This design comes from an exercise in tuning for small area and a short achievable clock period on the open sky130 flow, not from production work.
In this exercise RTL edits were held to simulation tests only and were not proved equivalent to the original.

===== flow/design.v =====
module fu_mul_lat3_32b (
  input  logic        clk,
  input  logic        reset,
  input  logic        io_glock,
  input  logic [31:0] io_o1data,
  input  logic        io_o1load,
  input  logic [31:0] io_t1data,
  input  logic        io_t1load,
  input  logic [1:0]  io_t1opcode,
  output logic [31:0] io_r1data,
  output logic        io_r1valid
);
  typedef enum logic [1:0] {
    OP_MUL    = 2'd0,
    OP_MULHU  = 2'd1,
    OP_MULHS  = 2'd2,
    OP_MULHSU = 2'd3
  } opcode_e;
  logic [31:0] o1_q;
  logic [31:0] s1A_q, s1B_q;
  opcode_e     s1Op_q;
  logic        s1Valid_q;
  logic [63:0] s2Prod_q;
  opcode_e     s2Op_q;
  logic        s2Valid_q;
  logic [31:0] r1Data_q;
  logic        r1Valid_q;
  logic               trigger;
  logic [31:0]        s1B_d;
  logic signed [32:0] aExt, bExt;
  logic signed [65:0] prodFull;
  logic [63:0]        s2Prod_d;
  logic [31:0]        r1Data_d;
  assign trigger = io_t1load & ~io_glock;
  assign s1B_d   = io_o1load ? io_o1data : o1_q;
  always_comb begin
    aExt     = $signed({(s1Op_q == OP_MULHS || s1Op_q == OP_MULHSU) & s1A_q[31], s1A_q});
    bExt     = $signed({(s1Op_q == OP_MULHS) & s1B_q[31], s1B_q});
    prodFull = aExt * bExt;
    s2Prod_d = prodFull[63:0];
  end
  always_comb begin
    r1Data_d = (s2Op_q == OP_MUL) ? s2Prod_q[31:0] : s2Prod_q[63:32];
  end
  always_ff @(posedge clk or negedge reset) begin
    if (!reset) begin
      o1_q      <= '0;
      s1A_q     <= '0;
      s1B_q     <= '0;
      s1Op_q    <= OP_MUL;
      s1Valid_q <= 1'b0;
      s2Prod_q  <= '0;
      s2Op_q    <= OP_MUL;
      s2Valid_q <= 1'b0;
      r1Data_q  <= '0;
      r1Valid_q <= 1'b0;
    end else if (!io_glock) begin
      if (io_o1load) begin
        o1_q <= io_o1data;
      end
      s1Valid_q <= trigger;
      if (trigger) begin
        s1A_q  <= io_t1data;
        s1B_q  <= s1B_d;
        s1Op_q <= opcode_e'(io_t1opcode);
      end
      s2Prod_q  <= s2Prod_d;
      s2Op_q    <= s1Op_q;
      s2Valid_q <= s1Valid_q;
      r1Valid_q <= s2Valid_q;
      if (s2Valid_q) begin
        r1Data_q <= r1Data_d;
      end
    end
  end
  assign io_r1data  = r1Data_q;
  assign io_r1valid = r1Valid_q;
endmodule

===== flow/run.sh =====
#!/bin/bash
# synth_recipe.tcl (not shown) runs the flow's synth.tcl, then flattens the netlist and writes it again
# the make line also repeats each setting of config.mk as NAME=value (left out here)
make -C /OpenROAD-flow-scripts/flow DESIGN_CONFIG=/design/flow/config.mk WORK_HOME=/design/flow/orfs CLKGATE_MAP_FILE= SYNTH_SCRIPT=/design/flow/synth_recipe.tcl finish

===== flow/config.mk =====
export PLATFORM = sky130hd
export DESIGN_NAME = fu_mul_lat3_32b
export DESIGN_NICKNAME = fu_mul_lat3_32b
export VERILOG_FILES = /design/flow/design.v
export SDC_FILE = /design/flow/constraint.sdc
export NUM_CORES = 4
export LEC_CHECK = 0
export CAP_MARGIN = 20
export CORE_MARGIN = 2
export CORE_UTILIZATION = 55
export CTS_CLUSTER_SIZE = 20
export SLEW_MARGIN = 20

===== flow/constraint.sdc =====
create_clock -name core_clock -period 8.5 [get_ports {clk}]
set_input_delay 1.7000 -clock core_clock [delete_from_list [all_inputs] [get_ports {clk}]]
set_output_delay 1.7000 -clock core_clock [all_outputs]
set_load 0.01 [all_outputs]

==> results.json <==
{
  "status": "timing/DRC/antenna clean",
  "setup_violations": 0,
  "globalRouteOverflowTotal": 0,
  "fin_skew_ns": 0.0271,
  "dpl_worst_slack_ns": 0.323,
  "r2r_start": "s1A_q[23]$_DFFE_PN0P_",
  "whs_path_depth": 2,
  "drive_gt1_frac": 0.0677,
  "nNetsFinal": 6376,
  "worst_hold_slack_ns": 0.485,
  "cts_inserted_buffers": 17,
  "netlist_top_cells_area": "fa_1 49%, dfrtp_1 11%, inv_1 9.8%, nand2_1 7.8%, ha_1 5.8%",
  "worst_pin_slew_ns": 1.02,
  "fill_cells": 7433,
  "dr_total_vias": 32488,
  "hp-class": "register to register",
  "critPathRequiredTime_ns": 8.92,
  "synth_top_area_frac": 0.489,
  "cts.path.max_buffers": 2,
  "fp.dieH_um": 293,
  "rr_endpoint": "s2Prod_q[61]$_DFFE_PN0N_",
  "period_minus_slack_ns": 8.11,
  "synthArstFlopShare": 1.00,
  "wl_um": 125000,
  "gp_congestion": 0.921,
  "cts.sinks": 199,
  "ys_types": 73,
  "clk_latency_ns": 0.50,
  "tritoncts": "built",
  "setup_ws_ns": 0.389,
  "timing.setup.tns_ns": 0,
  "rows": 106,
  "io_buffers": 103,
  "grt_pass1_vias": 35611,
  "synth.largest_area_cell": "fa_1",
  "clk_pin_slew_ns": 0.10,
  "synth.net_count": 6362,
  "ioPinCount": 104,
  "synth_ff_type": "dfrtp_1",
  "ys_seq_area_frac": 0.108,
  "die-area_um2": 86100,
  "finalHoldViolCount": 0,
  "post_drt_wl_per_cell_um": 20.7,
  "via_per_inst": 5.36,
  "synth-seq-cells": 199,
  "drtIter0Drc": 1967,
  "holdBufCountCts": 0,
  "mostFrequentLayoutCell": "inv_1",
  "crit_type": "register to register",
  "grt_pass1_wl_um": 203000,
  "root_buffer": "clkbuf_16",
  "dpl.hpwl_um": 106000,
  "h-tree-depth": 4,
  "start_kind": "register",
  "min-delay-start": "s2Prod_q[50]$_DFFE_PN0N_",
  "dieWidth_um": 293,
  "fin_crit_sh": 0.954,
  "gr-usage-all-layers": 0.312,
  "cp.arrival_ns": 8.53,
  "drc": 0,
  "report.final.slew_viol_count": 0,
  "place_area_um2": 49000,
  "grt_max_degree": 102,
  "synthesis.area_um2": 46100,
  "antenna_left": 0,
  "initial_core_util": 0.553,
  "cp_max_fo": 16,
  "min_to": "s2Prod_q[50]$_DFFE_PN0N_",
  "coreArea_um2": 83300,
  "syn_inst": 4954,
  "layout_common_cells": "1202 x inv_1, 1124 x fa_1, 952 x nand2_1, 266 x and2_1, 212 x ha_1",
  "area_growth_pct": 7.70,
  "stdcell_area_um2": 49600,
  "synth.yosys.warnings": 1,
  "endpoint_kind": "register",
  "maxCapViolCount": 0,
  "synth.avg_cell_area_um2": 9.30,
  "relSlewSlack": 0.316,
  "fmax_mhz": 123,
  "synth_edf_count": 0,
  "rsz0062_at_grt": "no",
  "reg2reg_depth": 26,
  "drtPass1Iterations": 5,
  "antenna_found_initial": 4,
  "rrSetupSlack_ns": 0.39
}
[logic make-up (layout without fill, tap and decap cells)]
family	count (synthesis)	after routing	share of synthesized area
AOI/OAI and AO/OA	331	331	0.0450
muxes	144	144	0.0334
buffers and inverters	1494	1521	0.122
and+or+nand+nor	1381	1381	0.132
DFF	199	199	0.108
adders and majority gates	1337	1337	0.547
xor gates and xnor gates	68	68	0.0129
other	0	2	0
[timing repair]
| item | CTS | global route |
|---|---|---|
| buffers inserted | 0 | 0 |
| resized for setup | 0 | 7 |
| endpoints found under the setup margin | 0 | 3 |
[worst max-delay path by stage]
stage	slack, ns	start	end
4_1_cts	0.29	s1A_q[13]$_DFFE_PN0P_	s2Prod_q[52]$_DFFE_PN0N_
2_1_floorplan	0.42	s1A_q[31]$_DFFE_PN0P_	s2Prod_q[63]$_DFFE_PN0N_
3_5_place_dp	0.32	s1A_q[13]$_DFFE_PN0P_	s2Prod_q[52]$_DFFE_PN0N_
6_report	0.39	s1A_q[23]$_DFFE_PN0P_	s2Prod_q[61]$_DFFE_PN0N_
5_1_grt	0.008	s1B_q[2]$_DFFE_PN0P_	s2Prod_q[61]$_DFFE_PN0N_
3_3_place_gp	0.32	s1A_q[13]$_DFFE_PN0P_	s2Prod_q[52]$_DFFE_PN0N_
[cells in the mapped netlist, drive strengths merged (23+ instances only)]
| cell | number |
|---|---|
| nor2 | 69 |
| xnor2 | 45 |
| clkbuf | 279 |
| dfrtp | 199 |
| inv | 1203 |
| ha | 212 |
| o21ai | 152 |
| a21oi | 67 |
| fa | 1125 |
| mux2 | 79 |
| a21o | 29 |
| and2 | 267 |
| mux2i | 65 |
| xor2 | 23 |
| nand2 | 954 |
[worst max-delay path, stage by stage (launching register included)]
cell and delay (ns):
dfrtp_1 0.84, buf_4 0.39, nand2_1 0.12, fa_1 0.52, inv_1 0.05, fa_1 0.47
inv_1 0.05, fa_1 0.50, fa_1 0.51, fa_1 0.52, inv_1 0.06, fa_1 0.46
fa_1 0.49, inv_1 0.05, fa_1 0.47, inv_1 0.04, ha_1 0.29, a21o_1 0.18
a21o_1 0.16, a21oi_1 0.26, o211ai_1 0.13, o21a_1 0.18, a211oi_4 0.35, a211oi_1 0.14
buf_4 0.17, or4_1 0.39, a32oi_1 0.19
[flip-flops by register name (all words and copies together) (netlist names)]
name       cells
r1Valid_q      1
s2Op_q         2
r1Data_q      32
s2Valid_q      1
s1B_q         32
o1_q          32
s2Prod_q      64
s1Valid_q      1
s1Op_q         2
s1A_q         32
[layout make-up]
cell class / instances / area [um^2] / share of cell area
Inverter: 1203 / 4520 / 0.0910
Sequential cell: 199 / 4990 / 0.101
Clock inverter: 13 / 176 / 0.00356
Tap cell: 1080 / 1350 / 0.0272
Timing Repair Buffer: 286 / 2640 / 0.0532
Multi-Input combinational cell: 3261 / 35500 / 0.716
Antenna cell: 2 / 5.00 / 0.000101
Clock buffer: 19 / 433 / 0.00873
[per-stage QoR]
stage                      util  instances
after floorplan               -       4954
after global placement    0.588       6029
after detailed placement  0.588       6029
after CTS                 0.595       6061
after global routing      0.596       6062
final                     0.596       6063
[layer usage]
| layer | vias up | GRT usage | routed length (um) |
|---|---|---|---|
| met5 | - | 0 | 0 |
| met4 | 0 | 0.125 | 5780 |
| met3 | 222 | 0.0290 | 4930 |
| met2 | 804 | 0.550 | 64800 |
| met1 | 17125 | 0.397 | 49900 |
| li1 | 14337 | - | - |

==> re-timing with driven ports <==
Ports are ideal in the flow. The routed layout listed here was re-timed in OpenROAD. Step 1, drivers: a clkbuf_16 drives clk and a buf_2 each remaining input, both assumed. Step 2 moves the port delays by t, midway between the first and last clock arrival at a register: inputs arrive t later, outputs are due t later. That takes back most of the time a late clock gives input paths. a / b / c = no drivers / after step 1 / after step 2; a / b = the first two.
shift t [ns]: 0.551
setup slack, ns: 0.389 / 0.389 / 0.389
pins driven straight from the clock port: 1
After both steps setup and hold are still met in this run. The setup slack of this run moves by 0.000 ns with the drivers and by 0.000 ns with both steps.
